Source: an optimization exercise on an open RTL-to-GDS flow (aim: small area and a short achievable clock period). Production flows keep margins and buffers that such runs may drop.
In this exercise RTL edits were held to simulation tests only and were not proved equivalent to the original.
Power and IR drop assume default switching activity.

**design.v**
```verilog
`timescale 1ns/1ps
module inst_decoder (
    input  logic [31:0] inst,
    output logic [4:0]  alu_op,
    output logic [4:0]  rd,
    output logic [4:0]  rs1,
    output logic [4:0]  rs2,
    output logic        has_rd,
    output logic        has_rs2
);
    logic [2:0] f3;
    assign f3 = inst[14:12];
    always_comb begin
        case (f3)
            3'h0: alu_op[3:0] = {3'b000, inst[30] & inst[5]};
            3'h1: alu_op[3:0] = 4'd2;
            3'h2: alu_op[3:0] = 4'd3;
            3'h3: alu_op[3:0] = 4'd4;
            3'h4: alu_op[3:0] = 4'd5;
            3'h5: alu_op[3:0] = {3'b011, inst[30]};
            3'h6: alu_op[3:0] = 4'd8;
            default: alu_op[3:0] = 4'd9;
        endcase
        alu_op[4] = !inst[5];
    end
    assign has_rd  = inst[4] || !inst[5];
    assign has_rs2 = inst[5];
    assign rd      = inst[11:7];
    assign rs1     = inst[19:15];
    assign rs2     = inst[24:20];
endmodule
module issue_check (
    input  logic [31:0] inst,
    input  logic        inst_valid,
    input  logic [3:0]  busy,
    input  logic [19:0] dst,         
    output logic        issue_ok,
    output logic [3:0]  fire
);
    logic       opc_ok, f7_mid, a, b;
    logic [2:0] f3;
    logic [1:0] cls;
    logic [3:0] sel;
    logic [3:0] hit;
    logic       waw;
    assign opc_ok = inst[1] && inst[0] && !inst[2] && !inst[3] && !inst[6];
    assign cls    = inst[5:4];      
    assign f3     = inst[14:12];
    assign f7_mid = !(inst[31] || inst[29] || inst[28] || inst[27] || inst[26]);
    assign a      = inst[30];
    assign b      = inst[25];
    always_comb begin
        sel = '0;
        case (cls)
            2'b11: begin
                sel[0] = f7_mid && !b && (!a || f3 == 3'h0 || f3 == 3'h5);
                sel[2] = f7_mid && !a && b && !f3[2];
                sel[3] = f7_mid && !a && b && f3[2];
            end
            2'b01: begin
                sel[0] = (f3 == 3'h1) ? (f7_mid && !a && !b) :
                         (f3 == 3'h5) ? (f7_mid && !b) : 1'b1;
            end
            2'b00: sel[1] = !(f3 == 3'h3 || f3 == 3'h6 || f3 == 3'h7);
            default: sel[1] = !f3[2] && !(f3[1] && f3[0]);
        endcase
        sel = sel & {4{opc_ok}};
    end
    always_comb begin
        for (int u = 0; u < 4; u++) begin
            hit[u] = busy[u] && (|dst[5*u +: 5]) && (dst[5*u +: 5] == inst[11:7]);
        end
    end
    assign waw      = (inst[4] || !inst[5]) && (|hit);
    assign issue_ok = |(sel & ~busy) && !waw;
    assign fire     = {4{inst_valid && !waw}} & sel & ~busy;
endmodule
`timescale 1ns/1ps
`timescale 1ns/1ps
module read_dispatch (
    input  logic [3:0]   r1,
    input  logic [3:0]   r2,
    input  logic [4:0]   op_alu,
    input  logic [3:0]   op_mem,
    input  logic [1:0]   op_mul,
    input  logic [1:0]   op_div,
    input  logic [19:0]  s1,         
    input  logic [19:0]  s2,
    output logic [3:0]   rg,
    output logic [18:0]  read
);
    logic [3:0] rreq;
    assign rreq  = r1 & r2;
    assign rg[0] = rreq[0];
    assign rg[1] = rreq[1] && !rreq[0];
    assign rg[2] = rreq[2] && !rreq[1] && !rreq[0];
    assign rg[3] = rreq[3] && !rreq[2] && !rreq[1] && !rreq[0];
    assign read[18]    = |rreq;
    assign read[17]    = rg[3];
    assign read[16]    = rg[1] || rg[2];
    assign read[15]    = rg[0] || rg[2];
    assign read[14:10] = ({5{rg[0]}} & op_alu) | ({5{rg[1]}} & {1'b0, op_mem}) |
                         ({5{rg[2]}} & {3'b000, op_mul}) | ({5{rg[3]}} & {3'b000, op_div});
    assign read[9:5]   = ({5{rg[0]}} & s1[4:0])   | ({5{rg[1]}} & s1[9:5]) |
                         ({5{rg[2]}} & s1[14:10]) | ({5{rg[3]}} & s1[19:15]);
    assign read[4:0]   = ({5{rg[0]}} & s2[4:0])   | ({5{rg[1]}} & s2[9:5]) |
                         ({5{rg[2]}} & s2[14:10]) | ({5{rg[3]}} & s2[19:15]);
endmodule
`timescale 1ns/1ps
module writeback_select (
    input  logic [3:0]   done,
    input  logic [3:0]   r1,
    input  logic [3:0]   r2,
    input  logic [15:0]  m1,
    input  logic [15:0]  m2,
    input  logic [19:0]  dst,        
    output logic [3:0]   wg,
    output logic [8:0]   wb
);
    logic [3:0] war;
    logic [3:0] wreq;
    always_comb begin
        for (int u = 0; u < 4; u++) begin
            war[u] = 1'b0;
            for (int j = 0; j < 4; j++) begin
                if (j != u) war[u] = war[u] || (r1[j] && m1[4*j+u]) || (r2[j] && m2[4*j+u]);
            end
        end
    end
    assign wreq  = done & ~war;
    assign wg[0] = wreq[0];
    assign wg[1] = wreq[1] && !wreq[0];
    assign wg[2] = wreq[2] && !wreq[1] && !wreq[0];
    assign wg[3] = wreq[3] && !wreq[2] && !wreq[1] && !wreq[0];
    assign wb[8]   = |wreq;
    assign wb[7]   = wg[3];
    assign wb[6]   = wg[1] || wg[2];
    assign wb[5]   = wg[0] || wg[2];
    assign wb[4:0] = ({5{wg[0]}} & dst[4:0])   | ({5{wg[1]}} & dst[9:5]) |
                     ({5{wg[2]}} & dst[14:10]) | ({5{wg[3]}} & dst[19:15]);
endmodule
`timescale 1ns/1ps
module sb_top (
    input  logic        clk,
    input  logic        rst,
    input  logic        inst_valid,
    input  logic [31:0] inst,
    input  logic [3:0]  fu_done,      
    output logic        issue_ok,
    output logic [18:0] read,
    output logic [8:0]  wb
);
    localparam int N = 4;
    logic [4:0] alu_op;
    logic [4:0] rd, rs1, rs2;
    logic       has_rd, has_rs2;
    logic [N-1:0]        busy_q;
    logic [N-1:0]        done_q;
    logic [N-1:0]        r1_q;       
    logic [N-1:0]        r2_q;
    logic [N-1:0]        took_q;     
    logic [4:0]          dst0_q, dst2_q, dst3_q;
    logic [N-1:0][4:0]   s1_q;
    logic [4:0]          s20_q, s22_q, s23_q;
    logic [4:0]          mreg_q;     
    logic [N-1:0][4:0]   dst_v;      
    logic [N-1:0][4:0]   s2_v;
    logic [N-1:0][4:0]   dcmp;       
    logic [N-1:0][4:0]   s2cmp;      
    logic [N-1:0]        s2ok;
    logic [N-1:0][N-1:0] m1_q;       
    logic [N-1:0][N-1:0] m2_q;
    logic [4:0]          op_alu_q;
    logic [3:0]          op_mem_q;
    logic [1:0]          op_mul_q;
    logic [1:0]          op_div_q;
    logic [N-1:0] dnz, e1, e2, f1, f2, fire;
    logic [N-1:0] rg, wg, wake1, wake2;
    logic         w1_new, w2_new, rdnz;
    inst_decoder decoder_i (
        .inst    (inst),
        .alu_op  (alu_op),
        .rd      (rd),
        .rs1     (rs1),
        .rs2     (rs2),
        .has_rd  (has_rd),
        .has_rs2 (has_rs2)
    );
    issue_check issue_i (
        .inst       (inst),
        .inst_valid (inst_valid),
        .busy       (busy_q),
        .dst        (dst_v),
        .issue_ok   (issue_ok),
        .fire       (fire)
    );
    read_dispatch read_i (
        .r1     (r1_q),
        .r2     (r2_q),
        .op_alu (op_alu_q),
        .op_mem (op_mem_q),
        .op_mul (op_mul_q),
        .op_div (op_div_q),
        .s1     (s1_q),
        .s2     (s2_v),
        .rg     (rg),
        .read   (read)
    );
    writeback_select wb_i (
        .done (done_q),
        .r1   (r1_q),
        .r2   (r2_q),
        .m1   (m1_q),
        .m2   (m2_q),
        .dst  (dst_v),
        .wg   (wg),
        .wb   (wb)
    );
    assign rdnz = has_rd && (|rd);
    always_comb begin
        dst_v[0] = dst0_q;
        dst_v[1] = op_mem_q[0] ? 5'd0 : mreg_q;
        dst_v[2] = dst2_q;
        dst_v[3] = dst3_q;
        s2_v[0]  = s20_q;
        s2_v[1]  = op_mem_q[0] ? mreg_q : 5'd0;
        s2_v[2]  = s22_q;
        s2_v[3]  = s23_q;
        for (int u = 0; u < N; u++) begin
            dcmp[u]  = dst_v[u];
            s2cmp[u] = s2_v[u];
            dnz[u]   = |dst_v[u];
            s2ok[u]  = 1'b1;
        end
        dcmp[1]  = mreg_q;
        s2cmp[1] = mreg_q;
        dnz[1]   = !op_mem_q[0] && (|mreg_q);
        s2ok[1]  = op_mem_q[0];
        for (int u = 0; u < N; u++) begin
            e1[u]  = dnz[u] && (dcmp[u] == rs1);
            e2[u]  = dnz[u] && (dcmp[u] == rs2) && has_rs2;
            f1[u]  = rdnz && (s1_q[u] == rd);
            f2[u]  = rdnz && s2ok[u] && (s2cmp[u] == rd);
        end
    end
    always_comb begin
        for (int j = 0; j < N; j++) begin
            wake1[j] = 1'b0;
            wake2[j] = 1'b0;
            for (int u = 0; u < N; u++) begin
                if (u != j) begin
                    wake1[j] = wake1[j] || (wg[u] && m1_q[j][u]);
                    wake2[j] = wake2[j] || (wg[u] && m2_q[j][u]);
                end
            end
            wake1[j] = wake1[j] && !r1_q[j] && !took_q[j];
            wake2[j] = wake2[j] && !r2_q[j] && !took_q[j];
        end
    end
    assign w1_new = |(busy_q & e1 & ~wg);
    assign w2_new = |(busy_q & e2 & ~wg);
    always_ff @(posedge clk or posedge rst) begin
        if (rst) begin
            busy_q <= '0;
            done_q <= '0;
            r1_q   <= '0;
            r2_q   <= '0;
        end else begin
            for (int j = 0; j < N; j++) begin
                if (busy_q[j]) begin
                    busy_q[j] <= !wg[j];
                    done_q[j] <= !wg[j] && (done_q[j] || fu_done[j]);
                    r1_q[j]   <= !wg[j] && ((r1_q[j] && !rg[j]) || wake1[j]);
                    r2_q[j]   <= !wg[j] && ((r2_q[j] && !rg[j]) || wake2[j]);
                end else begin
                    busy_q[j] <= fire[j];
                    done_q[j] <= 1'b0;
                    r1_q[j]   <= fire[j] && !w1_new;
                    r2_q[j]   <= fire[j] && !w2_new;
                end
            end
        end
    end
    always_ff @(posedge clk) begin
        for (int j = 0; j < N; j++) begin
            if (busy_q[j]) begin
                took_q[j] <= took_q[j] || rg[j];
                for (int u = 0; u < N; u++) begin
                    if (u != j && !busy_q[u]) begin
                        m1_q[j][u] <= f1[j];
                        m2_q[j][u] <= f2[j];
                    end
                end
            end else begin
                took_q[j] <= 1'b0;
                s1_q[j]  <= rs1;
                for (int u = 0; u < N; u++) begin
                    if (u != j) begin
                        m1_q[j][u] <= e1[u];
                        m2_q[j][u] <= e2[u];
                    end
                end
            end
        end
        if (!busy_q[0]) op_alu_q <= alu_op;
        if (!busy_q[1]) op_mem_q <= {inst[14:12], inst[5]};
        if (!busy_q[1]) mreg_q   <= inst[5] ? rs2 : rd;
        if (!busy_q[0]) dst0_q   <= rd;      
        if (!busy_q[2]) dst2_q   <= rd;      
        if (!busy_q[3]) dst3_q   <= rd;
        if (!busy_q[0]) s20_q    <= has_rs2 ? rs2 : 5'd0;
        if (!busy_q[2]) s22_q    <= rs2;
        if (!busy_q[3]) s23_q    <= rs2;
        if (!busy_q[2]) op_mul_q <= inst[13:12];
        if (!busy_q[3]) op_div_q <= inst[13:12];
    end
endmodule
```
**flow/run.sh**
```bash
#!/bin/bash
set -euo pipefail
P=sky130_fd_sc_hd__
DU=""
for c in probe_p_8 probec_p_8 lpflow_bleeder_1 \
         lpflow_clkbufkapwr_1 lpflow_clkbufkapwr_16 lpflow_clkbufkapwr_2 lpflow_clkbufkapwr_4 lpflow_clkbufkapwr_8 \
         lpflow_clkinvkapwr_1 lpflow_clkinvkapwr_16 lpflow_clkinvkapwr_2 lpflow_clkinvkapwr_4 lpflow_clkinvkapwr_8 \
         lpflow_decapkapwr_12 lpflow_decapkapwr_3 lpflow_decapkapwr_4 lpflow_decapkapwr_6 lpflow_decapkapwr_8 \
         lpflow_inputiso0n_1 lpflow_inputiso0p_1 lpflow_inputiso1n_1 lpflow_inputiso1p_1 lpflow_inputisolatch_1 \
         lpflow_isobufsrc_1 lpflow_isobufsrc_16 lpflow_isobufsrc_2 lpflow_isobufsrc_4 lpflow_isobufsrc_8 \
         lpflow_isobufsrckapwr_16 lpflow_lsbuf_lh_hl_isowell_tap_1 lpflow_lsbuf_lh_hl_isowell_tap_2 \
         lpflow_lsbuf_lh_hl_isowell_tap_4 lpflow_lsbuf_lh_isowell_4 lpflow_lsbuf_lh_isowell_tap_1 \
         lpflow_lsbuf_lh_isowell_tap_2 lpflow_lsbuf_lh_isowell_tap_4 \
         or3_1 or3_2 or3_4 or3b_1 or3b_2 or3b_4 or4_1 or4_2 or4_4 or4b_1 or4b_2 or4b_4 \
         or4bb_1 or4bb_2 or4bb_4 o41a_1 o41a_2 o41a_4 o41ai_1 o41ai_2 o41ai_4 \
         a2111o_1 a2111o_2 a2111o_4 a2111oi_0 a2111oi_1 a2111oi_2 a2111oi_4 \
         o2111a_1 o2111a_2 o2111a_4 o2111ai_1 o2111ai_2 o2111ai_4 a41o_1 a41o_2 a41o_4; do
  DU="$DU $P$c"
done
DU="${DU# }"
BP="-buffer_cell ${P}buf_2"
CTS="-sink_clustering_enable -repair_clock_nets -tree_buf ${P}clkbuf_4 -buf_list {${P}clkbuf_4} -root_buf ${P}clkbuf_8 -sink_clustering_buffer ${P}clkbuf_4"
bash standard.sh DONT_USE_CELLS="$DU" BUFFER_PORTS_ARGS="$BP" CTS_ARGS="$CTS" finish > standard.log 2>&1
```
**standard.sh**
```bash
#!/bin/bash
# synth_recipe.tcl (not shown) runs the flow's synth.tcl, then flattens the netlist and writes it again
# the make line also repeats each setting of config.mk as NAME=value (left out here)
make -C /OpenROAD-flow-scripts/flow DESIGN_CONFIG=/design/flow/config.mk WORK_HOME=/design/flow/orfs CLKGATE_MAP_FILE= SYNTH_SCRIPT=/design/flow/synth_recipe.tcl "${@:-finish}"
```
**config.mk**
```make
export PLATFORM = sky130hd
export DESIGN_NAME = sb_top
export DESIGN_NICKNAME = sb_top
export VERILOG_FILES = /design/flow/design.v
export SDC_FILE = /design/flow/constraint.sdc
export NUM_CORES = 4
export LEC_CHECK = 0
export CAP_MARGIN = 20
export CORE_MARGIN = 2
export CORE_UTILIZATION = 40
export SETUP_SLACK_MARGIN = 2.0
export SLEW_MARGIN = 20
```
**constraint.sdc**
```tcl
create_clock -name core_clock -period 5.5 [get_ports {clk}]
set_input_delay 1.1000 -clock core_clock [delete_from_list [all_inputs] [get_ports {clk}]]
set_output_delay 1.1000 -clock core_clock [all_outputs]
set_load 0.01 [all_outputs]
```
==> results of run 1 <==
## worst max-delay path: cells and delay by family
family	cells	cell delay [ns]
compound gates	2	0.44
buf+inv	2	0.25
simple gates	2	0.66
## cells in the final DEF (no fill, tap or decap), types with 4 or more instances in the layout
cell type   count
xnor2_1        29
xor2_1         64
a32o_1          7
a221o_1         5
clkbuf_8        9
o21ai_0        32
a222oi_1       18
edfxtp_1       92
nand4_1        22
a21o_1          7
nor3_2          4
nand2_1        47
nand2b_1        7
nand3_1        16
nor3_1         18
buf_6           7
and2_1         10
buf_4          26
a21oi_1        11
dfxtp_1         4
nor4_1          9
inv_1          12
buf_2          59
nor2_1         32
dfrtp_1        15
a22oi_1         6
clkinvlp_4      4
## cell families (layout without fill, tap and decap cells)
logic type | Yosys count | count (layout) | share of synthesized area [%]
simple gates | 189 | 189 | 15.7
compound gates | 118 | 118 | 14.2
flops | 112 | 112 | 52.4
xor+xnor | 93 | 93 | 13.2
buf+inv | 68 | 127 | 4.39
mux | 1 | 1 | 0.162
## per-stage QoR
step | worst slack, ns | utilization (%) | power, mW
floorplan | 2.13 | - | 1.38
global placement | 1.57 | 43.4 | 1.51
detailed placement | 1.54 | 43.4 | 1.52
CTS | 1.91 | 46.3 | 2.05
global route | 1.84 | 47.3 | 2.15
finish | 1.94 | 47.3 | 2.06
## area by class of cell
| type | count | area, um2 | area share (%) |
|---|---|---|---|
| clock inverter | 6 | 66.3 | 0.925 |
| sequential | 112 | 3240 | 45.3 |
| multi-input combinational | 401 | 2790 | 39.0 |
| tap | 188 | 235 | 3.28 |
| clock buffer | 10 | 131 | 1.83 |
| timing repair buffer | 95 | 624 | 8.71 |
| timing repair inverter | 1 | 5.00 | 0.0698 |
| inverter | 15 | 65.1 | 0.908 |
## how the worst max path moves through the flow
| stage | from | to | cells after the start |
|---|---|---|---|
| 4_1_cts | inst[28] | issue_ok | 8 |
| 3_3_place_gp | inst[9] | issue_ok | 8 |
| 6_report | inst[2] | issue_ok | 6 |
| 2_1_floorplan | inst[29] | issue_ok | 6 |
| 5_1_grt | inst[8] | issue_ok | 8 |
| 3_5_place_dp | inst[5] | issue_ok | 7 |
## metal layers
layer / routed length (um) / vias up / part of all wire, % / global-route usage, %
met2: 9100 / 243 / 48 / 38.4
met1: 8180 / 2530 / 43 / 32.1
met4: 434 / 0 / 2.3 / 7.24
met5: 0 / - / 0 / 0
met3: 1310 / 35 / 6.9 / 4.99
li1: - / 2253 / - / -
## repair_timing
action                                  in CTS  in global routing
cloned                                       1                  0
gates resized for setup                     30                 17
setup buffers                               18                  7
pin swaps                                   16                 19
endpoints found under the setup margin      20                 18
## power breakdown
group	internal (mW)	total (mW)	switching (mW)
clock network	0.218	0.506	0.288
registers	1.04	1.16	0.125
logic	0.156	0.391	0.235
total	1.41	2.06	0.649
==> results.txt, run 1 <==
- Slowest CP cell: nor4_2
- Total I/O pin count: 68
- Mapped Avg Cell Area: ~11 um2
- Synth top cells by count: edfxtp_1 (92), xor2_1 (64), nand2_1 (47)
- R2R Path Start: r1_q[1]
- CTS Sinks: between 100 and 150
- Max Freq: between 200 and 300 MHz
- Min-Delay Startpoint: took_q[2]
- GPL Wtd Cong: between 0.8 and 0.9
- Total wire length: ~19,000 um
- Nets@finish: 674
- DRC violations left: 0
- Slowest stage delay, CP: roughly 0.43 ns
- Slew headroom: about 46%
- Largest net degree at the start of global routing: 23
- Crit-path max FO: 3
- 1st-pass router iterations: 8
- CORE AREA: ~15,000 um2
- Worst Path Arrival: roughly 2.5 ns
- Post-synth cell types: 52
- Avg Vias per Cell: roughly 6
- Clock Skews: around 0.017 ns
- Fillers: between 1,000 and 1,500
- Max-capacitance violation count: 0
- Worst-margin pin slew: a little under 0.8 ns
- Port Buf Inserts: 67
- Register name with the most flops: s1_q
- Startpoint types: primary input
- Critical Path Most Common Cell: buf_2
- First-pass GRT wire length: 29,300 um
- Rows: 45
- GR Util All Layers: around a quarter
- Starting density of the core: 40.9%
- Area Overhead vs Synth: 15.7%
- Synth warnings: 4
- Final Hold Vio Count: 0
- Crit end category: primary output
- VDD IR max: 233 uV
- Final min period: approximately 3.6 ns
- Ant diodes: 0
- Final non-filler cell total: around 830
- Period utilization: between 60% and 70%
- Clock Path Buffers: 2
- Synth Net Count: between 600 and 700
- Final setup viols: 0
- HP Class: reg -> reg
- Vias: ~5,100
- Post-synth EDFFs: 92
- Largest register FFs: 20
- Grt total ovfl: 0
- Design area: a little over 7000 um2
- Clk pin slew, worst setup/hold paths: ~0.10 ns
- R2r setup slk: around 2.8 ns
- Die Wd: roughly 130 um
- Cells after DPL: about 790
- Die H: 128 um
- Hold_ws: approximately 0.47 ns
- DIE AREA: around 16,000 um2
- Fin Setup TNS: 0 ns
- Synth Register Bits: ~110
- Total CTS buffers: 9
- CTS tree: done
- Mapped cell area: about 6200 um2
- FFs w/ async S/R, synth: roughly 14%
- Initial antenna violation count: 0
- Fraction of the yosys area taken by sequential cells: 52.4%
- Mapped Cells: around 580
- Hold Path Sink: took_q[2]
- RSZ-0062 raised after global routing: true
- Cell Area, Placed: ~6600 um2
- Dominant cells by area after synthesis: edfxtp_1 (45%), xor2_1 (9.1%), dfrtp_1 (6.5%)
- HPWL after DPL: approximately 13,000 um
- Critical Path, Cell by Cell: buf_2 -> nor4_2 -> o21ai_0 -> nor3_2 -> o311a_1 -> buf_2
- Share of the synthesized area in the top cell type: approximately 45%
- CP required: approximately 4.4 ns
- Reg2reg end: r2_q[1]
- Root buffer cell: clkbuf_8
- Status: finished clean
- Vias in the first global route: around 5,000
- Crit Path Class: in -> out
- Post-CTS Hold Fix Bufs: 0
- Drt wl/cell: about 23 um
- Drt first-iter violations: between 500 and 600
- Clk latency of the worst-skew pair: approximately 0.40 ns
- Top FF cell, synth: edfxtp_1
- Leading area contributor after synthesis: edfxtp_1
- P per Cell Area: 288 nW/um2
- # H-tree levels: 3
- Post-route ant nets: 0
- Hold Path Cell Cnt: 2
- Share of post-route cells with drive strength above 1: 22.7%
- Reg2Reg Depth: 7
- Count leader, synth: edfxtp_1
- Final Max Tran Viols: 0
- Leak: roughly 2.8 nW
- Largest registers: s1_q: 20 flops, m1_q: 12 flops, m2_q: 12 flops
==> inputs of run 2 (changes only) <==
--- a/config.mk
+++ b/config.mk
@@ -6,4 +6,5 @@
 export NUM_CORES = 4
 export LEC_CHECK = 0
+export ABC_AREA = 1
 export CAP_MARGIN = 20
 export CORE_MARGIN = 2
==> run 2 against run 1 <==
Compared with the run above: still clean; clock power grew 2%; via count rose by 22%; clock-buffer cell count unchanged; first-iteration DRC count is 1.1% lower; flip-flop and latch count is the same; non-clock buffer count shrank 5; synthesized area rose by 9.3%; cell count increased by 40%; routed wire length increased by 19%; fmax is 3.7% higher; critical path type unchanged; largest power group unchanged.
==> results.txt, run 2 <==
- GPL Wtd Cong: 0.969 (+9.1%)
- HP Class: reg -> reg
- Worst Path Arrival: 2.34 ns (-0.12 ns)
- Starting density of the core: 40.8% (-0.065 points)
- Vias in the first global route: 5,816 (+17%)
- Mapped cell area: 6770 um2 (+9.3%)
- Crit end category: primary output
- Area Overhead vs Synth: 15.5%
- # H-tree levels: 3 (unchanged)
- Die H: 134 um (+4.4%)
- Max-capacitance violation count: 0 (unchanged)
- Leak: 3.66 nW (+30%)
- Mapped Avg Cell Area: 7.90 um2 (-26%)
- Post-synth EDFFs: 92 (unchanged)
- Post-CTS Hold Fix Bufs: 0 (unchanged)
- CORE AREA: 16,600 um2 (+9.5%)
- Status: finished clean
- RSZ-0062 raised after global routing: true
- Total I/O pin count: 68 (unchanged)
- GR Util All Layers: 25.8% (+2.2 points)
- Final min period: 3.44 ns (-0.128 ns)
- Sw power: 0.888 mW (+37%)
- DRC violations left: 0 (unchanged)
- Drt wl/cell: 19.6 um (-15%)
- Register name with the most flops: s1_q
- First-pass GRT wire length: 34,400 um (+17%)
- VDD IR max: 161 uV (-31%)
- Share of post-route cells with drive strength above 1: 17.0% (-5.6 points)
- Clk latency of the worst-skew pair: 0.40 ns (about the same)
- Count leader, synth: nand2_1
- Synth warnings: 4 (unchanged)
- Period utilization: 62.5% (-2.3 points)
- Worst-margin pin slew: 0.988 ns (+0.192 ns)
- Slowest CP cell: nor4_4
- Clock power share: 21.7% (-2.9 points)
- CP required: 4.40 ns (about the same)
- Most frequent cells in the layout: nand2_1 (286), edfxtp_1 (92), inv_1 (90)
- Cell count along the critical path: 8 (+2)
- Mapped Cells: 857 (+48%)
- Slew headroom: 34.1% (-12 points)
- Crit-path max FO: 4 (+1)
- Reg2Reg Depth: 7 (unchanged)
- Fin Setup TNS: 0 ns (unchanged)
- Crit Path Class: in -> out
- Clk pin slew, worst setup/hold paths: 0.11 ns (about the same)
- Largest registers: s1_q: 20 flops, m1_q: 12 flops, m2_q: 12 flops
- Total wire length: 22,700 um (+19%)
- Final Hold Vio Count: 0 (unchanged)
- Switching Share: 37.1% (+5.6 points)
- Post-route ant nets: 0 (unchanged)
- Vias: 6,199 (+22%)
- Dominant cells by area after synthesis: edfxtp_1 (41%), nand2_1 (16%), dfrtp_1 (5.9%)
- Total power: 2.39 mW (+16%)
- 1st-pass router iterations: 5 (-3)
- FFs w/ async S/R, synth: 14.3% (unchanged)
- Post-synth cell types: 46 (-12%)
- Synth top cells by count: nand2_1 (289), inv_1 (95), edfxtp_1 (92)
- CTS tree: done
- Root buffer cell: clkbuf_8
- Clock Skews: 0.0185 ns (+0.00183 ns)
- Largest net degree at the start of global routing: 25 (+8.7%)
- P per Cell Area: 306 nW/um2 (+6.4%)
- Rows: 47 (+4.4%)
- DIE AREA: 18,000 um2 (+9.0%)
- Startpoint types: primary input
- CTS Sinks: 112 (unchanged)
- Sequential Power Share: 53.2% (-3.3 points)
- Avg Vias per Cell: 5.34 (-13%)
- Port Buf Inserts: 67 (unchanged)
- Slowest stage delay, CP: 0.39 ns (-0.04 ns)
- Combinational Power Share: 25.1% (+6.1 points)
- Final setup viols: 0 (unchanged)
- Synth Net Count: 896 (+45%)
- Total CTS buffers: 9 (unchanged)
- Nets@finish: 974 (+45%)
- Max Freq: 291 MHz (+3.7%)
- Worst path bufs/invs: 2 (unchanged)
- Top FF cell, synth: edfxtp_1
- Share of the synthesized area in the top cell type: 40.8% (-3.8 points)
- HPWL after DPL: 16,800 um (+26%)
- Commonest non-fill, non-tap cell in the layout: nand2_1
- Critical Path, Cell by Cell: buf_2 -> nor4_4 -> nand3_1 -> nor2_1 -> nor2_1 -> nand2_1 -> o21a_1 -> buf_2
- Ant diodes: 0 (unchanged)
- Largest register FFs: 20 (unchanged)
- Die Wd: 134 um (+4.4%)
- Post-layout util: 47.1% (-0.19 points)
- Final Max Tran Viols: 0 (unchanged)
- Delay-heaviest family, CP: simple AND/OR/NAND/NOR gates
- Hold_ws: 0.492 ns (+0.0177 ns)
- Grt total ovfl: 0 (unchanged)
- Clock Path Buffers: 2 (unchanged)
- Synth Register Bits: 112 (unchanged)
- Drt first-iter violations: 532 (-1.1%)
- Hold Path Cell Cnt: 2 (unchanged)
- Leading area contributor after synthesis: edfxtp_1
- Fraction of the yosys area taken by sequential cells: 47.9% (-4.5 points)
- Pint: 1.50 mW (+6.5%)
- Initial antenna violation count: 0 (unchanged)
-- run 2: cell families after synthesis --
family | Yosys count | share of synthesized area [%]
AO/OA/AOI/OAI | 107 | 9.21
XOR/XNOR | 40 | 5.18
buffers and inverters | 128 | 7.47
AND/OR/NAND/NOR | 470 | 30.2
flip-flops | 112 | 47.9
-- run 2: worst reg2reg max path, cell delays in order, from the launching register on --
cell     delay (ns)
dfrtp_1        0.76
inv_1          0.64
nor3_1         0.39
nand2_2        0.09
nand2_2        0.08
nor2_4         0.05
nand4_1        0.13
nand2_1        0.06
-- run 2: power by group through the flow --
| stage | clock, mW | combinational (mW) | sequential (mW) |
|---|---|---|---|
| finish | 0.518 | 0.602 | 1.27 |
| detailed placement | 0 | 0.567 | 1.29 |
| global placement | 0 | 0.570 | 1.29 |
| floorplan | 0 | 0.408 | 1.18 |
| global route | 0.562 | 0.666 | 1.29 |
| CTS | 0.533 | 0.578 | 1.27 |
-- run 2: cell type report --
class	instances	area, um2
sequential	112	3250
multi-input combinational	617	3070
fill	1692	8770
tap	220	275
timing repair buffer	90	592
inverter	105	422
clock inverter	6	72.6
clock buffer	10	131
-- run 2: worst paths after layout --
check | startpoint | slack, ns | end
max in group asynchronous | rst | 4.31 | r2_q[1]
min in group asynchronous | rst | 0.76 | done_q[3]
worst min register to register | took_q[2] | 0.49 | took_q[2]
worst min-delay path | took_q[2] | 0.49 | took_q[2]
worst max register to register | busy_q[3] | 3.20 | r1_q[2]
worst max-delay path | inst[2] | 2.06 | issue_ok
-- run 2: layer usage --
layer  track usage (%)  up-vias  wire [um]
li1                  -     2968          -
met1              35.5     2935      10000
met5                 0        -          0
met2              40.3      254      10300
met3              4.76       42       1540
met4              11.0        0        853
-- run 2: through the flow --
stage,instance area (um2),cells,setup WS [ns]
finish,7820,1160,2.06
global route,7820,1160,1.96
CTS,7640,1147,2.00
detailed placement,7290,1124,1.60
global placement,7290,1124,1.61
floorplan,6770,857,2.31
-- run 2: what timing repair did --
action,in CTS,in global routing
buffers inserted,7,13
gates cloned,0,0
resized for setup,22,23
pin swaps,3,6
endpoints found under the setup margin,11,5
==> inputs of run 3 (changes only) <==
--- a/config.mk
+++ b/config.mk
@@ -6,8 +6,7 @@
 export NUM_CORES = 4
 export LEC_CHECK = 0
-export ABC_AREA = 1
 export CAP_MARGIN = 20
 export CORE_MARGIN = 2
 export CORE_UTILIZATION = 40
-export SETUP_SLACK_MARGIN = 2.0
+export SETUP_SLACK_MARGIN = 2.2
 export SLEW_MARGIN = 20
==> run 3 against run 2 <==
Compared with the run above: highest routed layer unchanged; sequential power is 8% lower; first-iteration DRC count up 24%; power is 14% lower; combinational power fell by about 30%; synthesized cell count fell by 32%.
==> results.txt, run 3 <==
- Clock power share: 23.1% (+1.4 points)
- Avg Vias per Cell: 6.15 (+15%)
- Synth top cells by count: edfxtp_1 (92), xor2_1 (64), nand2_1 (47)
- FFs w/ async S/R, synth: 14.3% (unchanged)
- Initial antenna violation count: 0 (unchanged)
- Post-CTS Hold Fix Bufs: 0 (unchanged)
- GRT busiest layer: met2
- CTS tree: done
- Commonest non-fill, non-tap cell in the layout: edfxtp_1
- Sequential cell area: 3250 um2 (about the same)
- Slew headroom: 30.9% (-3.2 points)
- HPWL after DPL: 13,400 um (-20%)
- Synth warnings: 4 (unchanged)
- Hold_ws: 0.480 ns (-0.0112 ns)
- Fillers: 1,350 (-20%)
- Pint: 1.39 mW (-7.8%)
- Ant diodes: 0 (unchanged)
- CTS Sinks: 112 (unchanged)
- Status: finished clean
- Slowest stage delay, CP: 0.24 ns (-0.15 ns)
- CORE AREA: 15,100 um2 (-8.7%)
- Port Buf Inserts: 67 (unchanged)
- DIE AREA: 16,500 um2 (-8.3%)
- Worst-margin pin slew: 1.04 ns (+0.0480 ns)
- Critical Path, Cell by Cell: buf_6 -> nor3_4 -> nor3b_4 -> nor4b_4 -> nand3_2 -> a211oi_2 -> o311a_1 -> buf_2
- 1st-pass router iterations: 8 (+3)
- Largest net degree at the start of global routing: 23 (-8.0%)
- Largest register FFs: 20 (unchanged)
- Worst Path Arrival: 2.52 ns (+0.18 ns)
- First-pass GRT wire length: 29,400 um (-14%)
- Root buffer cell: clkbuf_8
- Drt wl/cell: 23.0 um (+17%)
- Max-capacitance violation count: 0 (unchanged)
- Sw power: 0.681 mW (-23%)
- Nets@finish: 705 (-28%)
- Synth Area in Compound Gates: 14.2% (+5.0 points)
- Clk latency of the worst-skew pair: 0.41 ns (about the same)
- Mapped cell area: 6190 um2 (-8.5%)
- Combinational Power Share: 20.4% (-4.7 points)
- Crit Path Class: in -> out
- Area of the multi-input gates: 2840 um2 (-7.7%)
- Starting density of the core: 40.9% (+0.065 points)
- Main combinational cell family by area after synthesis: simple AND/OR/NAND/NOR gates
- Synth Net Count: 620 (-31%)
- Sequential Power Share: 56.6% (+3.4 points)
- Final Hold Vio Count: 0 (unchanged)
- Final setup viols: 0 (unchanged)
- HP Class: reg -> reg
- Total I/O pin count: 68 (unchanged)
- Drt first-iter violations: 660 (+24%)
- P per Cell Area: 276 nW/um2 (-9.7%)
- Delay-heaviest family, CP: simple AND/OR/NAND/NOR gates
- GR Util All Layers: 23.9% (-2.0 points)
- GPL Wtd Cong: 0.911 (-6.0%)
- XOR/XNOR share of the synthesized area: 13.2% (+8.0 points)
- Synth Area in Adders: 0% (unchanged)
- Dominant cells by area after synthesis: edfxtp_1 (45%), xor2_1 (9.1%), dfrtp_1 (6.5%)
- Fraction of the yosys area taken by sequential cells: 52.4% (+4.5 points)
- Clock Path Buffers: 2 (unchanged)
- Synth Register Bits: 112 (unchanged)
- Mux cell area share after synthesis: 0.162% (+0.16 points)
- Crit end category: primary output
- Post-synth cell types: 52 (+13%)
- Clock Skews: 0.0149 ns (-0.00352 ns)
- Crit-path max FO: 2 (-2)
- Die Wd: 128 um (-4.2%)
- Register name with the most flops: s1_q
- Fin Setup TNS: 0 ns (unchanged)
- Leading area contributor after synthesis: edfxtp_1
- Mapped Cells: 581 (-32%)
- RSZ-0062 raised after global routing: true
- Post-route ant nets: 0 (unchanged)
- Most frequent cells in the layout: edfxtp_1 (92), xor2_1 (64), buf_2 (57)
- Total wire length: 19,800 um (-13%)
- VDD IR max: 213 uV (+33%)
- Leak: 2.96 nW (-19%)
- Startpoint types: primary input
- Worst path bufs/invs: 2 (unchanged)
- Rows: 45 (-4.3%)
- Met1 Usage GRT: 31.7% (-3.7 points)
- Vias in the first global route: 5,115 (-12%)
- Post-synth EDFFs: 92 (unchanged)
- Count leader, synth: edfxtp_1
- Slowest CP cell: nor3b_4
- Die H: 128 um (-4.2%)
- Share of the synthesized area in the top cell type: 44.6% (+3.8 points)
- Share of post-route cells with drive strength above 1: 26.8% (+9.8 points)
- Grt met3 use: 5.61% (+0.85 points)
- Area Overhead vs Synth: 20.8%
- DRC violations left: 0 (unchanged)
- Final min period: 3.62 ns (+0.185 ns)
- Simple-gate portion of the synthesized area: 15.7% (-14 points)
- Total CTS buffers: 9 (unchanged)
- Grt total ovfl: 0 (unchanged)
- Max Freq: 276 MHz (-5.1%)
- Mapped Avg Cell Area: 10.7 um2 (+35%)
- Clk pin slew, worst setup/hold paths: 0.10 ns (about the same)
- Final Max Tran Viols: 0 (unchanged)
- Top FF cell, synth: edfxtp_1
- GRT met2 Usage: 38.2% (-2.1 points)
- # H-tree levels: 3 (unchanged)
- Largest registers: s1_q: 20 flops, m1_q: 12 flops, m2_q: 12 flops
- Period utilization: 65.8% (+3.4 points)
- CP required: 4.40 ns (about the same)
- Vias: 5,282 (-15%)
- R2r setup slk: 2.54 ns (-0.66 ns)
- Switching Share: 32.9% (-4.2 points)
-- run 3: changes by cell type after synthesis, sizes merged, moves of 14 or more --
| cell | before | now |
|---|---|---|
| nand2 | 301 | 47 |
| inv | 104 | 14 |
| nor2 | 82 | 33 |
| xor2 | 24 | 64 |
| nand3 | 47 | 18 |
| clkbuf | 11 | 35 |
| o21ai | 55 | 33 |
| a222oi | 0 | 18 |
| nor3 | 9 | 23 |
-- run 3: layout make-up --
class,instances,share of cell area [%]
repair inverters,1,0.0669
clock buffers,9,1.66
repair buffers,126,12.2
multi-input cells,401,37.9
well taps,188,3.15
flip-flops and latches,112,43.4
clock inverters,7,0.736
inverters,15,0.870
-- run 3: repair_timing --
item	in CTS	in global routing
setup endpoints to repair	25	27
gates resized for setup	36	33
cloned	1	0
setup buffers	43	13
pin swaps	24	20
-- run 3: final timing paths --
check,start,end,cells after the start
min reg2reg,took_q[2],took_q[2],2
min in group asynchronous,rst,done_q[0],2
max,inst[28],issue_ok,8
max reg2reg,r2_q[1],r1_q[1],11
max in group asynchronous,rst,busy_q[2],2
min,took_q[2],took_q[2],2
-- run 3: metal layers --
metal / vias to the layer above / routed length [um] / part of all wire (%)
li1: 2324 / - / -
met2: 300 / 9330 / 47
met1: 2610 / 8180 / 41
met4: 0 / 572 / 2.9
met3: 48 / 1690 / 8.6
met5: - / 0 / 0
-- run 3: worst min-delay path, stage by stage (launching register included) --
cell and delay (ns):
dfxtp_1 0.33, nor2_1 0.06, nor2_1 0.07
-- run 3: power groups by stage --
stage	Sequential [mW]	Combinational, mW	Clock [mW]
final	1.17	0.421	0.477
after global routing	1.18	0.453	0.510
after CTS	1.16	0.386	0.479
after detailed placement	1.18	0.341	0
after global placement	1.18	0.335	0
after floorplan	1.09	0.289	0
-- run 3: cells by family (layout without fill, tap and decap cells) --
logic type,count (synthesis),after routing
AND/OR/NAND/NOR,189,189
AO/OA/AOI/OAI,118,118
flip-flops,112,112
XOR/XNOR,93,93
buffers and inverters,68,158
multiplexers,1,1
-- run 3: per-stage QoR --
stage          util, %  std cells  setup slack, ns  total power [mW]  area [um2]
4_1_cts           47.7        846             1.90              2.03        7230
3_3_place_gp      43.5        786             1.67              1.51        6590
3_5_place_dp      43.5        786             1.62              1.52        6590
5_1_grt           49.4        859             1.85              2.14        7480
2_1_floorplan        -        581             2.22              1.38        6210
6_report          49.4        859             1.88              2.07        7480
==> inputs of run 4 (changes only) <==
--- a/config.mk
+++ b/config.mk
@@ -8,5 +8,6 @@
 export CAP_MARGIN = 20
 export CORE_MARGIN = 2
-export CORE_UTILIZATION = 40
-export SETUP_SLACK_MARGIN = 2.2
+export CORE_UTILIZATION = 60
+export PLACE_DENSITY = 0.75
+export SETUP_SLACK_MARGIN = 2.0
 export SLEW_MARGIN = 20
==> run 4 against run 3 <==
Compared with the run above: clock power rose by 3%; sequential power barely moved; still clean on timing, DRC and antenna; hold slack improved by 0.034 ns.
==> results.txt, run 4 <==
- Max-capacitance violation count: 0 (unchanged)
- Worst Path Arrival: 2.50 ns (-0.02 ns)
- Die Wd: 106 um (-18%)
- Post-synth EDFFs: 92 (unchanged)
- FFs w/ async S/R, synth: 14.3% (unchanged)
- Count leader, synth: edfxtp_1
- GPL Wtd Cong: 0.961 (+5.4%)
- HPWL after DPL: 12,500 um (-6.6%)
- Dominant cells by area after synthesis: edfxtp_1 (45%), xor2_1 (9.1%), dfrtp_1 (6.5%)
- Total I/O pin count: 68 (unchanged)
- Final Max Tran Viols: 0 (unchanged)
- Ant diodes: 0 (unchanged)
- DP Worst Slack: 1.57 ns (-0.0443 ns)
- Max Freq: 278 MHz (+0.57%)
- Setup slack after layout: 1.90 ns (+0.0207 ns)
- Post-synth cell types: 52 (unchanged)
- Total CTS buffers: 9 (unchanged)
- Mapped Cells: 581 (unchanged)
- Synth Net Count: 620 (unchanged)
- Share of post-route cells with drive strength above 1: 24.2% (-2.6 points)
- HP Class: reg -> reg
- Clock Path Buffers: 2 (unchanged)
- Clock Skews: 0.0121 ns (-0.00280 ns)
- Synth warnings: 4 (unchanged)
- Largest net degree at the start of global routing: 23 (unchanged)
- Fin Setup TNS: 0 ns (unchanged)
- Vias: 5,134 (-2.8%)
- Die H: 106 um (-18%)
- Nets@finish: 683 (-3.1%)
- Largest register FFs: 20 (unchanged)
- Fraction of the yosys area taken by sequential cells: 52.4% (unchanged)
- Period utilization: 65.5% (-0.38 points)
- Leak: 2.82 nW (-4.4%)
- Starting density of the core: 60.8% (+20 points)
- VDD IR max: 183 uV (-14%)
- CTS tree: done
- Clk latency of the worst-skew pair: 0.39 ns (-0.02 ns)
- # H-tree levels: 3 (unchanged)
- Worst-margin pin slew: 1.00 ns (-0.0348 ns)
- Largest registers: s1_q: 20 flops, m1_q: 12 flops, m2_q: 12 flops
- Mapped cell area: 6190 um2 (unchanged)
- Drt wl/cell: 23.8 um (+3.3%)
- Final non-filler cell total: 785 (-8.6%)
- GR Util All Layers: 34.3% (+10 points)
- CTS Sinks: 112 (unchanged)
- Vias in the first global route: 4,996 (-2.3%)
- CP required: 4.40 ns (about the same)
- Crit Path Class: in -> out
- Drt first-iter violations: 549 (-17%)
- Port Buf Inserts: 67 (unchanged)
- Startpoint types: primary input
- Final setup viols: 0 (unchanged)
- Most frequent cells in the layout: edfxtp_1 (92), xor2_1 (64), buf_2 (60)
- P per Cell Area: 285 nW/um2 (+3.2%)
- Share of the synthesized area in the top cell type: 44.6% (unchanged)
- Area Overhead vs Synth: 15.3%
- Cells after DPL: 733 (-6.7%)
- Design area: 7140 um2 (-4.6%)
- Post-layout util: 70.1% (+21 points)
- Register name with the most flops: s1_q
- Final Hold Vio Count: 0 (unchanged)
- Synth top cells by count: edfxtp_1 (92), xor2_1 (64), nand2_1 (47)
- Root buffer cell: clkbuf_8
- Leading area contributor after synthesis: edfxtp_1
- Initial antenna violation count: 0 (unchanged)
- Rows: 37 (-18%)
- Mapped Avg Cell Area: 10.7 um2 (unchanged)
- First-pass GRT wire length: 28,700 um (-2.3%)
- Slew headroom: 33.2% (+2.3 points)
- Grt total ovfl: 0 (unchanged)
- Post-CTS Hold Fix Bufs: 0 (unchanged)
- Crit end category: primary output
- Synth Register Bits: 112 (unchanged)
- Final min period: 3.60 ns (-0.0207 ns)
- Top FF cell, synth: edfxtp_1
- Crit-path max FO: 16 (+14)
- Commonest non-fill, non-tap cell in the layout: edfxtp_1
- Cell Area, Placed: 6500 um2 (-1.4%)
- Post-route ant nets: 0 (unchanged)
- 1st-pass router iterations: 7 (-1)
- CORE AREA: 10,200 um2 (-33%)
- DRC violations left: 0 (unchanged)
- Clk pin slew, worst setup/hold paths: 0.10 ns (about the same)
- RSZ-0062 raised after global routing: true
- DIE AREA: 11,100 um2 (-32%)
- Total wire length: 18,700 um (-5.6%)
- Status: finished clean
- Avg Vias per Cell: 6.54 (+6.4%)
==> run 4: worst max-delay path, stage by stage <==
cell and delay (ns):
buf_8 0.16, inv_1 0.08, a222oi_1 0.41, a21oi_1 0.14, nor3_2 0.24, nor2_1 0.08
o311a_1 0.15, buf_2 0.15
==> run 4: path summary, 6_finish.rpt <==
check                      startpoint         to  slack (ns)  depth (start not counted)
max                           inst[9]   issue_ok        1.90                          8
min                         took_q[1]  took_q[1]        0.51                          2
max reg2reg                   r2_q[1]    r1_q[1]        2.70                          9
min reg2reg                 took_q[1]  took_q[1]        0.51                          2
max in group asynchronous         rst    r2_q[1]        4.26                          2
min in group asynchronous         rst  done_q[3]        0.78                          2
==> run 4: per-layer routing <==
layer	up-vias	global-route usage [%]	wire length, um
met1	2484	45.4	7250
li1	2273	-	-
met5	-	0	0
met4	0	15.4	683
met3	59	6.68	1820
met2	318	55.2	8920
==> run 4: logic make-up (layout without fill, tap and decap cells) <==
family                 after synthesis  in the layout  synth area share, %
AO/OA/AOI/OAI                      118            118                 14.2
XOR/XNOR                            93             93                 13.2
buffers and inverters               68            136                 4.39
flip-flops                         112            112                 52.4
multiplexers                         1              1                0.162
AND/OR/NAND/NOR                    189            189                 15.7
==> run 4: cell type report <==
class / instances / area, um2
tap: 136 / 170
inverter: 15 / 65.1
sequential: 112 / 3250
multi-input combinational: 401 / 2780
fill: 759 / 3050
clock inverter: 7 / 70.1
clock buffer: 9 / 124
timing repair inverter: 1 / 5.00
timing repair buffer: 104 / 673
==> run 4: power by group <==
part | switching [mW] | leakage [nW] | internal [mW]
sequential | 0.127 | 1.26 | 1.04
combinational | 0.228 | 1.47 | 0.149
clock | 0.316 | 0.0955 | 0.178
==> run 4: per-stage QoR <==
stage	total power [mW]	hold WS [ns]
2_1_floorplan	1.38	0.427
3_3_place_gp	1.50	0.454
3_5_place_dp	1.51	0.482
4_1_cts	2.01	0.507
5_1_grt	2.11	0.527
6_report	2.04	0.514
==> run 4: repair_timing <==
item,in CTS,in global routing
hold endpoints to repair,0,0
pin swaps,18,15
resized for setup,33,14
gates cloned,1,0
setup buffers,28,7
endpoints found under the setup margin,19,21
==> inputs of run 5 (changes only) <==
--- a/flow/run.sh
+++ b/flow/run.sh
@@ -15,5 +15,6 @@
          or4bb_1 or4bb_2 or4bb_4 o41a_1 o41a_2 o41a_4 o41ai_1 o41ai_2 o41ai_4 \
          a2111o_1 a2111o_2 a2111o_4 a2111oi_0 a2111oi_1 a2111oi_2 a2111oi_4 \
-         o2111a_1 o2111a_2 o2111a_4 o2111ai_1 o2111ai_2 o2111ai_4 a41o_1 a41o_2 a41o_4; do
+         o2111a_1 o2111a_2 o2111a_4 o2111ai_1 o2111ai_2 o2111ai_4 a41o_1 a41o_2 a41o_4 \
+         nor4_1 nor4_2 nor4_4 nor4b_1 nor4b_2 nor4b_4 nor4bb_1 nor4bb_2 nor4bb_4 a222oi_1; do
   DU="$DU $P$c"
 done
--- a/config.mk
+++ b/config.mk
@@ -8,6 +8,5 @@
 export CAP_MARGIN = 20
 export CORE_MARGIN = 2
-export CORE_UTILIZATION = 60
-export PLACE_DENSITY = 0.75
+export CORE_UTILIZATION = 40
 export SETUP_SLACK_MARGIN = 2.0
 export SLEW_MARGIN = 20
==> run 5 against run 4 <==
Compared with the run above: still clean; worst setup slack better by 0.041 ns; power is 8.2% higher; cell count grew 8.0%; clock skew up 0.0071 ns; core utilization decreased by 24 points; synthesized cell count increased by 2.2%; clock power is 15% higher; routed wire length grew 0.67%; sequential power rose by 3%; largest power group unchanged.
==> results.txt, run 5 <==
- Max Freq: 281 MHz (+1.2%)
- Max-capacitance violation count: 0 (unchanged)
- Clock power share: 25.7% (+1.5 points)
- Largest register FFs: 20 (unchanged)
- Clock Path Buffers: 2 (unchanged)
- Avg Vias per Cell: 5.82 (-11%)
- Final setup viols: 0 (unchanged)
- Startpoint types: primary input
- Post-route ant nets: 0 (unchanged)
- Setup slack after layout: 1.94 ns (+0.0409 ns)
- Final min period: 3.56 ns (-0.0409 ns)
- Port Buf Inserts: 67 (unchanged)
- Dominant cells by area after synthesis: edfxtp_1 (44%), xnor2_1 (6.9%), dfrtp_1 (6.3%)
- Fillers: 1,455 (+92%)
- 1st-pass router iterations: 5 (-2)
- Ant diodes: 0 (unchanged)
- Critical Path, Cell by Cell: buf_6 -> xnor2_1 -> nand4_1 -> and4b_1 -> o22ai_2 -> nand2b_1 -> a311oi_2 -> buf_2
- Nets@finish: 671 (-1.8%)
- Vias in the first global route: 4,897 (-2.0%)
- Area Overhead vs Synth: 12.5%
- Most frequent cells in the layout: edfxtp_1 (92), buf_2 (61), xnor2_1 (50)
- Mapped Avg Cell Area: 10.6 um2 (about the same)
- Worst Path Arrival: 2.46 ns (-0.04 ns)
- CTS Sinks: 112 (unchanged)
- FFs w/ async S/R, synth: 14.3% (unchanged)
- VDD IR max: 191 uV (+4.4%)
- Combinational Power Share: 19.3% (+0.8 points)
- Clk latency of the worst-skew pair: 0.40 ns (about the same)
- Rows: 45 (+22%)
- CTS tree: done
- HP Class: reg -> reg
- Starting density of the core: 41.3% (-19 points)
- Clock Skews: 0.0192 ns (+0.00710 ns)
- Mapped cell area: 6320 um2 (+2.2%)
- CORE AREA: 15,300 um2 (+50%)
- First-pass GRT wire length: 28,700 um (-0.17%)
- Crit-path max FO: 17 (+1)
- Total wire length: 18,800 um (+0.67%)
- Sequential Power Share: 54.9% (-2.4 points)
- Largest net degree at the start of global routing: 22 (-4.3%)
- Sw power: 0.707 mW (+5.5%)
- Fin Setup TNS: 0 ns (unchanged)
- Initial antenna violation count: 0 (unchanged)
- Drt first-iter violations: 488 (-11%)
- Share of post-route cells with drive strength above 1: 21.0% (-3.2 points)
- Total I/O pin count: 68 (unchanged)
- Delay-heaviest family, CP: compound AO/OA/AOI/OAI gates
- Synth warnings: 4 (unchanged)
- Pint: 1.50 mW (+9.5%)
- Grt total ovfl: 0 (unchanged)
- GPL Wtd Cong: 0.972 (+1.2%)
- DP Worst Slack: 1.64 ns (+0.0704 ns)
- Post-synth cell types: 61 (+17%)
- Largest registers: s1_q: 20 flops, m1_q: 12 flops, m2_q: 12 flops
- Final Max Tran Viols: 0 (unchanged)
- Crit Path Class: in -> out
- Synth Net Count: 633 (+2.1%)
- HPWL after DPL: 13,400 um (+7.5%)
- Status: finished clean
- Mapped Cells: 594 (+2.2%)
- Share of the synthesized area in the top cell type: 43.7% (-0.94 points)
- CP required: 4.40 ns (about the same)
- Slowest CP cell: a311oi_2
- Die Wd: 130 um (+23%)
- RSZ-0062 raised after global routing: true
- Vias: 4,935 (-3.9%)
- Commonest non-fill, non-tap cell in the layout: edfxtp_1
- Slew headroom: 32.1% (-1.1 points)
- Crit end category: primary output
- GR Util All Layers: 23.0% (-11 points)
- Synth Register Bits: 112 (unchanged)
- Drt wl/cell: 22.2 um (-6.8%)
- Post-synth EDFFs: 92 (unchanged)
- Count leader, synth: edfxtp_1
- Worst-margin pin slew: 1.01 ns (+0.0110 ns)
- Top FF cell, synth: edfxtp_1
- DIE AREA: 16,800 um2 (+51%)
- Total CTS buffers: 9 (unchanged)
- Die H: 130 um (+23%)
- Root buffer cell: clkbuf_8
- Synth top cells by count: edfxtp_1 (92), xnor2_1 (50), nand2_1 (44)
- Leak: 2.76 nW (-2.3%)
- Slowest stage delay, CP: 0.29 ns (-0.12 ns)
- Clk pin slew, worst setup/hold paths: 0.11 ns (about the same)
- Final Hold Vio Count: 0 (unchanged)
- Leading area contributor after synthesis: edfxtp_1
- Period utilization: 64.7% (-0.74 points)
- Register name with the most flops: s1_q
- DRC violations left: 0 (unchanged)
- Hold_ws: 0.482 ns (-0.0326 ns)
- Switching Share: 32.1% (-0.81 points)
- P per Cell Area: 310 nW/um2 (+8.5%)
- Worst path bufs/invs: 2 (-1)
- Fraction of the yosys area taken by sequential cells: 51.3% (-1.1 points)
- # H-tree levels: 3 (unchanged)
run 5: cell types whose count changed after synthesis, sizes merged, moves of 5 or more:
cell	previous run	this run
a22o	2	10
a22oi	9	16
nor4	11	0
a222oi	18	0
nor2	33	38
a31o	6	0
nor3	23	30
a221o	5	16
xnor2	29	50
xor2	64	43
run 5: per-layer routing:
metal	share of wire, %	wire length, um	global-route usage [%]	vias to the layer above
li1	-	-	-	2230
met1	44	8190	31.5	2457
met2	48	8970	37.0	216
met3	6.6	1240	5.13	32
met4	2.1	398	6.33	0
met5	0	0	0	-
run 5: through the flow:
stage               util (%)  total power, mW  cells  cell area (um2)
finish                  46.5             2.20    848             7120
global route            46.5             2.30    848             7120
CTS                     46.0             2.20    841             7050
detailed placement      43.8             1.63    821             6710
global placement        43.8             1.62    821             6700
floorplan                  -             1.47    594             6320
run 5: what timing repair did:
| item | in CTS | in global routing |
|---|---|---|
| gates resized for setup | 24 | 5 |
| setup endpoints to repair | 18 | 9 |
| pin swaps | 4 | 4 |
| hold buffers | 0 | 0 |
| setup buffers | 4 | 7 |
run 5: path summary, 6_finish.rpt:
path | startpoint | endpoint | slack [ns] | depth (start not counted)
hold / removal | took_q[2] | took_q[2] | 0.48 | 2
setup reg to reg | r1_q[2] | r2_q[3] | 3.12 | 8
max in group asynchronous | rst | busy_q[1] | 4.26 | 2
min in group asynchronous | rst | done_q[3] | 0.78 | 2
hold reg to reg | took_q[2] | took_q[2] | 0.48 | 2
setup / recovery | inst[11] | issue_ok | 1.94 | 8
run 5: layout make-up:
| cell class | instances | area (um2) | area share [%] |
|---|---|---|---|
| clock inverter | 6 | 92.6 | 1.30 |
| inverter | 15 | 61.3 | 0.861 |
| timing repair buffer | 82 | 490 | 6.89 |
| multi-input combinational | 412 | 2830 | 39.8 |
| sequential | 112 | 3240 | 45.6 |
| tap | 211 | 264 | 3.71 |
| clock buffer | 10 | 131 | 1.85 |
run 5: worst reg2reg max path: cells and delay by family (launching register included):
kind	cells	cell delay (ns)
buf+inv	1	0.19
simple gates	3	0.57
compound gates	4	1.01
flops	1	0.48
run 5: power by group through the flow:
stage | clock (mW) | sequential, mW | combinational [mW]
floorplan | 0 | 1.13 | 0.347
global placement | 0 | 1.22 | 0.398
detailed placement | 0 | 1.22 | 0.410
CTS | 0.573 | 1.21 | 0.419
global route | 0.607 | 1.22 | 0.468
finish | 0.567 | 1.21 | 0.426
run 5: logic make-up (layout without fill, tap and decap cells):
family / Yosys count / count (layout) / share of synthesized area, %
buffers and inverters: 70 / 113 / 4.97
flip-flops: 112 / 112 / 51.3
XOR/XNOR: 93 / 93 / 12.9
multiplexers: 1 / 1 / 0.158
AND/OR/NAND/NOR: 194 / 194 / 15.8
AO/OA/AOI/OAI: 124 / 124 / 14.9
==> inputs of run 6 (changes only) <==
--- a/flow/run.sh
+++ b/flow/run.sh
@@ -21,4 +21,4 @@
 DU="${DU# }"
 BP="-buffer_cell ${P}buf_2"
-CTS="-sink_clustering_enable -repair_clock_nets -tree_buf ${P}clkbuf_4 -buf_list {${P}clkbuf_4} -root_buf ${P}clkbuf_8 -sink_clustering_buffer ${P}clkbuf_4"
+CTS="-sink_clustering_enable -repair_clock_nets -tree_buf ${P}clkbuf_8 -buf_list {${P}clkbuf_8} -root_buf ${P}clkbuf_8 -sink_clustering_buffer ${P}clkbuf_8"
 bash standard.sh DONT_USE_CELLS="$DU" BUFFER_PORTS_ARGS="$BP" CTS_ARGS="$CTS" finish > standard.log 2>&1
==> run 6 against run 5 <==
Compared with the run above: routed wire length about the same; sequential share of layout area about the same; synthesized cell count unchanged; critical path type unchanged; critical endpoint unchanged.
==> results.txt, run 6 <==
- Mapped Cells: 594 (unchanged)
- Ant diodes: 0 (unchanged)
- Sw power: 0.707 mW (about the same)
- Port Buf Inserts: 67 (unchanged)
- Total I/O pin count: 68 (unchanged)
- Fraction of the yosys area taken by sequential cells: 51.3% (unchanged)
- Post-synth EDFFs: 92 (unchanged)
- Cell Area, Placed: 6710 um2 (unchanged)
- Routed length on met1: 8290 um (+1.2%)
- Status: finished clean
- Synth Area in Adders: 0% (unchanged)
- HPWL after DPL: 13,400 um (unchanged)
- Post-route ant nets: 0 (unchanged)
- Final non-filler cell total: 848 (unchanged)
- Clock Path Buffers: 2 (unchanged)
- Max-capacitance violation count: 0 (unchanged)
- Avg Vias per Cell: 5.82 (about the same)
- Leak: 2.76 nW (about the same)
- Synth warnings: 4 (unchanged)
- Die H: 130 um (unchanged)
- Post-layout util: 46.5% (about the same)
- Clk latency of the worst-skew pair: 0.41 ns (about the same)
- CP required: 4.40 ns (about the same)
- Die Wd: 130 um (unchanged)
- Crit-path max FO: 17 (unchanged)
- Grt total ovfl: 0 (unchanged)
- Min-Delay Startpoint: took_q[2]
- Share of post-route cells with drive strength above 1: 20.9% (-0.16 points)
- Initial antenna violation count: 0 (unchanged)
- Synth Area in Compound Gates: 14.9% (unchanged)
- Met2 WL: 8980 um (about the same)
- Clock power share: 25.5% (-0.2 points)
- Drt first-iter violations: 488 (unchanged)
- First-pass GRT wire length: 28,700 um (unchanged)
- # H-tree levels: 3 (unchanged)
- Crit end category: primary output
- Worst Path Arrival: 2.46 ns (about the same)
- Starting density of the core: 41.3% (unchanged)
- Clk pin slew, worst setup/hold paths: 0.11 ns (about the same)
- Combinational Power Share: 19.4% (about the same)
- Sequential Power Share: 55.1% (+0.2 points)
- XOR/XNOR share of the synthesized area: 12.9% (unchanged)
- DP Worst Slack: 1.64 ns (unchanged)
- Setup crit start: inst[11]
- FFs w/ async S/R, synth: 14.3% (unchanged)
- Top FF cell, synth: edfxtp_1
- DRC violations left: 0 (unchanged)
- Mapped cell area: 6320 um2 (unchanged)
- Synth Register Bits: 112 (unchanged)
- Max Used Layer: met4
- Synth top cells by count: edfxtp_1 (92), xnor2_1 (50), nand2_1 (44)
- Cells after DPL: 821 (unchanged)
- CTS Sinks: 112 (unchanged)
- Simple-gate portion of the synthesized area: 15.8% (unchanged)
- Final setup viols: 0 (unchanged)
- Switching Share: 32.2% (+0.096 points)
- DIE AREA: 16,800 um2 (unchanged)
- Crit Path Class: in -> out
- Most frequent cells in the layout: edfxtp_1 (92), buf_2 (61), xnor2_1 (50)
- 1st-pass router iterations: 5 (unchanged)
- Post-synth cell types: 61 (unchanged)
- Final min period: 3.56 ns (+0.000200 ns)
- Vias in the first global route: 4,897 (unchanged)
- Total power: 2.20 mW (-0.31%)
- CORE AREA: 15,300 um2 (unchanged)
- Met3 wire length: 1140 um (-7.6%)
- Final Hold Vio Count: 0 (unchanged)
- Nets@finish: 671 (unchanged)
- Largest net degree at the start of global routing: 22 (unchanged)
- Fin Setup TNS: 0 ns (unchanged)
- R2R Path Start: r1_q[2]
- Drt wl/cell: 22.2 um (about the same)
- Design area: 7110 um2 (about the same)
- Area Overhead vs Synth: 12.5% (about the same)
- RSZ-0062 raised after global routing: true
- Register name with the most flops: s1_q
- Max Freq: 281 MHz (about the same)
- Clock Skews: 0.0199 ns (+0.000667 ns)
- Final Max Tran Viols: 0 (unchanged)
- Period utilization: 64.7% (about the same)
- Setup slack after layout: 1.94 ns (-0.000200 ns)
- Count leader, synth: edfxtp_1
- Startpoint types: primary input
- P per Cell Area: 309 nW/um2 (-0.26%)
- Hold_ws: 0.482 ns (+0.0000130 ns)
- Root buffer cell: clkbuf_8
- Largest registers: s1_q: 20 flops, m1_q: 12 flops, m2_q: 12 flops
- GR Util All Layers: 23.0% (unchanged)
- HP Class: reg -> reg
- GPL Wtd Cong: 0.972 (unchanged)
- Mapped Avg Cell Area: 10.6 um2 (unchanged)
- Mux cell area share after synthesis: 0.158% (unchanged)
- Post-CTS Hold Fix Bufs: 0 (unchanged)
- Rows: 45 (unchanged)
- Pint: 1.49 mW (-0.45%)
- Leading area contributor after synthesis: edfxtp_1
- Share of the synthesized area in the top cell type: 43.7% (unchanged)
- VDD IR max: 191 uV (about the same)
- Dominant cells by area after synthesis: edfxtp_1 (44%), xnor2_1 (6.9%), dfrtp_1 (6.3%)
- Vias: 4,937 (+0.041%)
- Commonest non-fill, non-tap cell in the layout: edfxtp_1
- Slew headroom: 32.2% (+0.074 points)
- Total wire length: 18,800 um (about the same)
- Main combinational cell family by area after synthesis: simple AND/OR/NAND/NOR gates
- Synth Net Count: 633 (unchanged)
- Largest register FFs: 20 (unchanged)
- Worst-margin pin slew: 1.01 ns (-0.00111 ns)
- CTS tree: done
- Total CTS buffers: 9 (unchanged)
run 6: worst max-delay path, cell delays in order:
cell and delay, ns:
buf_6 0.15, xnor2_1 0.14, nand4_1 0.10, and4b_1 0.21, o22ai_2 0.14, nand2b_1 0.11
a311oi_2 0.29, buf_2 0.20
run 6: timing repair:
action | in CTS | in global routing
hold endpoints to repair | 0 | 0
gates cloned | 0 | 0
endpoints found under the setup margin | 18 | 9
gates resized for setup | 24 | 5
pin swaps | 4 | 4
setup buffers | 4 | 7
run 6: layout make-up:
type                            instances  area, um2
Clock buffer                            9        124
Timing Repair Buffer                   82        490
Sequential cell                       112       3240
Inverter                               15       61.3
Fill cell                            1454       8200
Multi-Input combinational cell        412       2830
Tap cell                              211        264
Clock inverter                          7       96.3
run 6: power groups by stage:
stage | Clock, mW | Sequential, mW | Combinational [mW]
floorplan | 0 | 1.13 | 0.347
CTS | 0.566 | 1.21 | 0.419
detailed placement | 0 | 1.22 | 0.410
finish | 0.560 | 1.21 | 0.426
global placement | 0 | 1.22 | 0.398
global route | 0.600 | 1.22 | 0.468
run 6: path summary, 6_finish.rpt:
path	end	slack [ns]	cells past startpoint
worst min-delay path	took_q[2]	0.48	2
worst max-delay path	issue_ok	1.94	8
min in group asynchronous	done_q[3]	0.78	2
worst max register to register	r2_q[3]	3.11	8
max in group asynchronous	busy_q[1]	4.26	2
worst min register to register	took_q[2]	0.48	2
run 6: kinds of logic after synthesis:
logic type	after synthesis
and+or+nand+nor	194
buffers and inverters	70
AOI/OAI and AO/OA	124
xor gates and xnor gates	93
DFF	112
muxes	1
run 6: per-layer routing:
layer,up-vias,track usage (%)
met5,-,0
met4,0,6.33
met3,30,5.13
met2,208,37.0
met1,2469,31.5
li1,2230,-

[separate check: timing with driven ports]
Ports are ideal in the flow. The routed layouts listed here were re-timed in OpenROAD.
Step 1 sets driving cells, clkbuf_16 on the clock port and buf_2 on the other inputs (assumed; they add their load-dependent delay and slew).
Step 2 times the ports against the registers' clock, not the clock port: input delays grow and output delays shrink by t, the midpoint of the rising clock arrivals with the driver on.
Three values: ideal ports, drivers, drivers and shift; two values: the first two.
| run | t (ns) | setup WS [ns] | worst register clock-pin slew, ns | cell pins on the clock port's net |
|---|---|---|---|---|
| run 1 | 0.423 | 1.937 / 1.896 / 1.896 | 0.11 / 0.11 | 1 |
| run 2 | 0.424 | 2.065 / 1.978 / 1.978 | 0.11 / 0.11 | 1 |
| run 3 | 0.436 | 1.879 / 1.841 / 1.547 | 0.12 / 0.12 | 1 |
| run 4 | 0.419 | 1.900 / 1.847 / 1.493 | 0.12 / 0.12 | 1 |
| run 5 | 0.432 | 1.941 / 1.903 / 1.903 | 0.12 / 0.12 | 1 |
| run 6 | 0.432 | 1.941 / 1.903 / 1.903 | 0.12 / 0.12 | 1 |
After both steps setup and hold are still met in every run listed. For run 4, which loses most, drivers alone change the setup slack by -0.053 ns; drivers and shift together by -0.407 ns.
